Source: an optimization exercise on an open RTL-to-GDS flow (aim: small area and a short achievable clock period). Production flows keep margins and buffers that such runs may drop.
Where RTL was checked, it was by simulation tests only, not by an equivalence proof against the original.

## rev 12
==> module issue_stage, before the edit <==
module issue_stage
(
    input  logic            clk,
    input  logic            reset,
    input  pipe_isa_pkg::iclass_e         iclass,
    input  pipe_isa_pkg::alu_op_e         alu_op,
    input  logic [pipe_isa_pkg::xlen-1:0] op_a,
    input  logic [pipe_isa_pkg::xlen-1:0] op_b,
    input  logic [pipe_isa_pkg::xlen-1:0] store_data,
    input  pipe_isa_pkg::reg_idx_t        rd,
    output pipe_stage_pkg::id_ex_t        id_ex
);
    localparam int xlen = pipe_isa_pkg::xlen;
    localparam int blk  = pipe_stage_pkg::blk;
    localparam int nblk = pipe_stage_pkg::nblk;
    logic is_alu, is_load, is_store, is_branch;
    logic op_add, op_sub, op_and, op_or, op_xor, op_sll, op_srl, op_slt;
    logic shift;
    logic inv_d, sll_d;          
    logic [xlen-1:0] alu_val;
    logic [xlen-1:0] bb, pp, ga, a_rev, sh_in, p_val;
    logic [xlen-1:0] g0, g_pre;
    logic [nblk-1:0] bp_pre;
    logic [6:0]      ea;         
    assign is_alu    = (iclass == pipe_isa_pkg::ic_alu);
    assign is_load   = (iclass == pipe_isa_pkg::ic_load);
    assign is_store  = (iclass == pipe_isa_pkg::ic_store);
    assign is_branch = (iclass == pipe_isa_pkg::ic_branch);
    assign op_add    = is_alu & (alu_op == pipe_isa_pkg::alu_add);
    assign op_sub    = is_alu & (alu_op == pipe_isa_pkg::alu_sub);
    assign op_and    = is_alu & (alu_op == pipe_isa_pkg::alu_and);
    assign op_or     = is_alu & (alu_op == pipe_isa_pkg::alu_or);
    assign op_xor    = is_alu & (alu_op == pipe_isa_pkg::alu_xor);
    assign op_sll    = is_alu & (alu_op == pipe_isa_pkg::alu_sll);
    assign op_srl    = is_alu & (alu_op == pipe_isa_pkg::alu_srl);
    assign op_slt    = is_alu & (alu_op == pipe_isa_pkg::alu_slt);
    assign inv_d     = alu_op[0];
    assign sll_d     = (alu_op == pipe_isa_pkg::alu_sll);
    assign shift     = op_sll | op_srl;
    assign ea        = op_a[6:0] + op_b[6:0];
    assign bb = op_b ^ {xlen{inv_d}};
    assign pp = op_a ^ bb;
    assign ga = op_a & bb;
    assign g0 = ga | {{(xlen-1){1'b0}}, pp[0] & inv_d};     
    always_comb begin : prefix
        for (int i = 0; i < xlen; i++) begin
            g_pre[i] = g0[i - (i % blk)];
            for (int k = i - (i % blk) + 1; k <= i; k++) g_pre[i] = g0[k] | (pp[k] & g_pre[i]);
        end
        for (int k = 0; k < nblk; k++) bp_pre[k] = &pp[k*blk +: blk];
    end
    always_comb begin
        for (int i = 0; i < xlen; i++) a_rev[i] = op_a[xlen-1-i];
    end
    assign sh_in = sll_d ? a_rev : op_a;
    always_comb begin
        case (alu_op)
            pipe_isa_pkg::alu_and: alu_val = ga;
            pipe_isa_pkg::alu_or:  alu_val = op_a | op_b;
            pipe_isa_pkg::alu_xor: alu_val = pp;
            pipe_isa_pkg::alu_sll,
            pipe_isa_pkg::alu_srl: alu_val = sh_in;
            default:               alu_val = pp;
        endcase
    end
    assign p_val = is_store ? store_data : alu_val;
    always_ff @(posedge clk or posedge reset) begin
        if (reset) begin
            id_ex.reg_write_en <= 1'b0;
            id_ex.mem_write    <= 1'b0;
            id_ex.branch       <= 1'b0;
        end else begin
            id_ex.reg_write_en <= (is_alu | is_load) & (rd != '0);
            id_ex.mem_write    <= is_store;
            id_ex.branch       <= is_branch;
        end
    end
    always_ff @(posedge clk) begin
        id_ex.mem_read <= is_load;
        id_ex.sel_sum  <= op_add | op_sub;
        id_ex.sel_sh   <= shift | op_and | op_or | op_xor | is_store;
        id_ex.rev      <= op_sll;
        id_ex.cin      <= inv_d;
        id_ex.slt_one  <= op_slt & op_a[xlen-1] & ~op_b[xlen-1];
        id_ex.slt_same <= op_slt & (op_a[xlen-1] == op_b[xlen-1]);
        id_ex.shamt    <= shift ? op_b[5:0] : 6'd0;
        id_ex.p        <= p_val;
        id_ex.g        <= g_pre;
        id_ex.bp       <= bp_pre;
        id_ex.addr     <= ea[6:3];
        id_ex.rd       <= rd;
        for (int k = 0; k < 8; k++) id_ex.eq_part[k] <= (op_a[8*k +: 8] == op_b[8*k +: 8]);
    end
endmodule
==> module execute_stage, before the edit <==
module execute_stage
(
    input  pipe_stage_pkg::id_ex_t  id_ex,
    output pipe_stage_pkg::ex_mem_t ex_in
);
    localparam int xlen = pipe_isa_pkg::xlen;
    localparam int blk  = pipe_stage_pkg::blk;
    localparam int nblk = pipe_stage_pkg::nblk;
    logic [nblk-1:0] bcarry;     
    logic [xlen-1:0] carry, sum, shr, alu_res;
    logic            lt;
    always_comb begin : block_prefix
        logic [nblk-1:0] g, p, gn, pn;
        for (int k = 0; k < nblk; k++) g[k] = id_ex.g[k*blk + blk - 1];
        p = id_ex.bp;
        for (int d = 1; d < nblk; d = d * 2) begin
            gn = g;
            pn = p;
            for (int k = d; k < nblk; k++) begin
                gn[k] = g[k] | (p[k] & g[k-d]);
                pn[k] = p[k] & p[k-d];
            end
            g = gn;
            p = pn;
        end
        bcarry = g;
    end
    always_comb begin : bit_carry
        logic pb;
        for (int i = 0; i < xlen; i++) begin
            if (i == 0) begin
                carry[i] = id_ex.cin;
            end else if (i % blk == 0) begin
                carry[i] = bcarry[i/blk - 1];
            end else if (i < blk) begin
                carry[i] = id_ex.g[i-1];     
            end else begin
                pb = 1'b1;
                for (int k = i - (i % blk); k < i; k++) pb = pb & id_ex.p[k];
                carry[i] = id_ex.g[i-1] | (pb & bcarry[i/blk - 1]);
            end
        end
    end
    assign sum = id_ex.p ^ carry;
    assign lt = id_ex.slt_one | (id_ex.slt_same & ~carry[xlen-1]);
    assign shr = id_ex.p >> id_ex.shamt[3:0];
    assign alu_res = ({xlen{id_ex.sel_sum}} & sum)
                   | ({xlen{id_ex.sel_sh}}  & shr);
    always_comb begin
        ex_in.reg_write_en = id_ex.reg_write_en;
        ex_in.mem_write    = id_ex.mem_write;
        ex_in.mem_read     = id_ex.mem_read;
        ex_in.taken        = id_ex.branch & (&id_ex.eq_part);     
        ex_in.rev          = id_ex.rev;
        ex_in.slt_bit      = lt;
        ex_in.shamt_top    = id_ex.shamt[5:4];
        ex_in.value        = alu_res;
        ex_in.addr         = id_ex.addr;
        for (int w = 0; w < 16; w++) ex_in.rsel[w] = id_ex.mem_read & (id_ex.addr == w);
        ex_in.rd           = id_ex.rd;
    end
endmodule
==> flow/config.mk <==
export PLATFORM = sky130hd
export DESIGN_NAME = exec_pipe_top
export DESIGN_NICKNAME = exec_pipe_top
export VERILOG_FILES = /design/flow/design.v
export SDC_FILE = /design/flow/constraint.sdc
export NUM_CORES = 4
export LEC_CHECK = 0
export ABC_CLOCK_PERIOD_IN_PS = 2500
export CAP_MARGIN = 30
export CORE_MARGIN = 2
export CORE_UTILIZATION = 55
export CTS_CLUSTER_DIAMETER = 100
export CTS_CLUSTER_SIZE = 30
export SETUP_SLACK_MARGIN = 3.6
export SLEW_MARGIN = 20
export TNS_END_PERCENT = 5
==> flow/constraint.sdc <==
create_clock -name core_clock -period 6.0 [get_ports {clk}]
set_input_delay 1.2000 -clock core_clock [delete_from_list [all_inputs] [get_ports {clk}]]
set_output_delay 1.2000 -clock core_clock [all_outputs]
set_load 0.01 [all_outputs]
standard.sh (not shown) runs the stock make flow with config.mk's settings and CLKGATE_MAP_FILE= SYNTH_SCRIPT=/design/flow/synth_recipe.tcl, a recipe that flattens the netlist after the stock synthesis.
==> flow/flow/run.sh <==
#!/bin/bash
# The standard ORFS layout (the standard.sh, standard synthesis unchanged)
# with two changes to how the layout is made:
#  - port buffers are buf_2 cells instead of the default delay-buffer pick;
#  - timing repair may resize a cell to any footprint (MATCH_CELL_FOOTPRINT=0).
# All of make's output goes to flow_make.log here; ORFS keeps its per-step logs
# under orfs/logs.
set -uo pipefail
bash standard.sh MATCH_CELL_FOOTPRINT=0 \
    "BUFFER_PORTS_ARGS=-buffer_cell sky130_fd_sc_hd__buf_2" \
    finish > flow_make.log 2>&1
status=$?
tail -20 flow_make.log
exit $status
Setup changes, rev 12 to rev 13
diff --git a/flow/design.v b/flow/design.v
--- a/flow/design.v
+++ b/flow/design.v
@@ -40,5 +40,5 @@
         logic                 slt_one;     
         logic                 slt_same;    
-        logic [5:0]           shamt;       
+        logic [3:0]           shamt_hi;    
         logic [xlen-1:0]      p;           
         logic [xlen-1:0]      g;           
@@ -86,5 +86,5 @@
     logic inv_d, sll_d;          
     logic [xlen-1:0] alu_val;
-    logic [xlen-1:0] bb, pp, ga, a_rev, sh_in, p_val;
+    logic [xlen-1:0] bb, pp, ga, a_rev, sh_in, sh_lo, p_val;
     logic [xlen-1:0] g0, g_pre;
     logic [nblk-1:0] bp_pre;
@@ -121,4 +121,5 @@
     end
     assign sh_in = sll_d ? a_rev : op_a;
+    assign sh_lo = sh_in >> op_b[1:0];
     always_comb begin
         case (alu_op)
@@ -127,5 +128,5 @@
             pipe_isa_pkg::alu_xor: alu_val = pp;
             pipe_isa_pkg::alu_sll,
-            pipe_isa_pkg::alu_srl: alu_val = sh_in;
+            pipe_isa_pkg::alu_srl: alu_val = sh_lo;
             default:               alu_val = pp;
         endcase
@@ -151,5 +152,5 @@
         id_ex.slt_one  <= op_slt & op_a[xlen-1] & ~op_b[xlen-1];
         id_ex.slt_same <= op_slt & (op_a[xlen-1] == op_b[xlen-1]);
-        id_ex.shamt    <= shift ? op_b[5:0] : 6'd0;
+        id_ex.shamt_hi <= shift ? op_b[5:2] : 4'd0;
         id_ex.p        <= p_val;
         id_ex.g        <= g_pre;
@@ -187,23 +188,33 @@
         bcarry = g;
     end
-    always_comb begin : bit_carry
-        logic pb;
+    always_comb begin : bit_sum
+        logic pb, c0, c1;
         for (int i = 0; i < xlen; i++) begin
             if (i == 0) begin
-                carry[i] = id_ex.cin;
-            end else if (i % blk == 0) begin
-                carry[i] = bcarry[i/blk - 1];
+                c0 = id_ex.cin;
+                c1 = id_ex.cin;
             end else if (i < blk) begin
-                carry[i] = id_ex.g[i-1];     
+                c0 = id_ex.g[i-1];     
+                c1 = id_ex.g[i-1];
+            end else if (i % blk == 0) begin
+                c0 = 1'b0;
+                c1 = 1'b1;
             end else begin
                 pb = 1'b1;
                 for (int k = i - (i % blk); k < i; k++) pb = pb & id_ex.p[k];
-                carry[i] = id_ex.g[i-1] | (pb & bcarry[i/blk - 1]);
+                c0 = id_ex.g[i-1];
+                c1 = id_ex.g[i-1] | pb;
+            end
+            if (i < blk) begin
+                carry[i] = c0;
+            end else begin
+                carry[i] = bcarry[i/blk - 1] ? c1 : c0;
             end
+            sum[i] = (i < blk) ? (id_ex.p[i] ^ c0)
+                   : (bcarry[i/blk - 1] ? (id_ex.p[i] ^ c1) : (id_ex.p[i] ^ c0));
         end
     end
-    assign sum = id_ex.p ^ carry;
     assign lt = id_ex.slt_one | (id_ex.slt_same & ~carry[xlen-1]);
-    assign shr = id_ex.p >> id_ex.shamt[3:0];
+    assign shr = id_ex.p >> {id_ex.shamt_hi[1:0], 2'b00};
     assign alu_res = ({xlen{id_ex.sel_sum}} & sum)
                    | ({xlen{id_ex.sel_sh}}  & shr);
@@ -215,5 +226,5 @@
         ex_in.rev          = id_ex.rev;
         ex_in.slt_bit      = lt;
-        ex_in.shamt_top    = id_ex.shamt[5:4];
+        ex_in.shamt_top    = id_ex.shamt_hi[3:2];
         ex_in.value        = alu_res;
         ex_in.addr         = id_ex.addr;
Per the comparison of rev 13 with rev 12, maximum clock rate saw a decrease; worst hold slack saw little to no change; total via count in the routed design saw an increase; first-pass iteration count of the detailed router saw a decrease.
Compared with rev 12, in rev 13 fraction of the mapped netlist area in simple logic gates climbed 1.1 points, cell count after placement picked up an extra 143.
Worst setup path startpoint = u_ex_mem.ex_mem[89]: rev 13; worst setup path startpoint = u_mem.wb[2]: rev 12
Rev 12 → rev 13: first-pass GRT wire length moved up; pin count of the biggest net entering global routing moved up; setup slack moved down.
Looking at type of the worst setup path, the reg2reg result is from rev 13; the reg2out one comes from rev 12.
For rev 13, only the layout was checked, not whether the RTL still works.

## port drivers added, routing unchanged
No port has a modelled driver above. Below, the same layouts with a new extraction and two added sets of constraints.
Step 1, drivers: a clkbuf_16 drives clk and a buf_2 each remaining input, both assumed.
Step 2, shift: input delay + t, output delay - t, t = (earliest + latest rising clock arrival at the registers) / 2. This alone moves slack from input paths to output paths.
Slacks: no drivers / after step 1 / after step 2; pairs: no drivers / after step 1.
| run | t, ns | slack for setup (ns) | hold slack, ns | worst register clock-pin slew, ns | pins driven straight from the clock port |
|---|---|---|---|---|---|
| rev 12 | 0.736 | 3.368 / 3.295 / 2.842 | 0.322 / 0.322 / 0.322 | 0.12 / 0.12 | 1 |
| rev 13 | 0.777 | 3.359 / 3.279 / 2.502 | 0.323 / 0.323 / 0.323 | 0.12 / 0.12 | 1 |
After both steps setup and hold are still met in every run listed. For rev 13, which loses most, drivers alone change the setup slack by -0.080 ns; drivers and shift together by -0.857 ns.
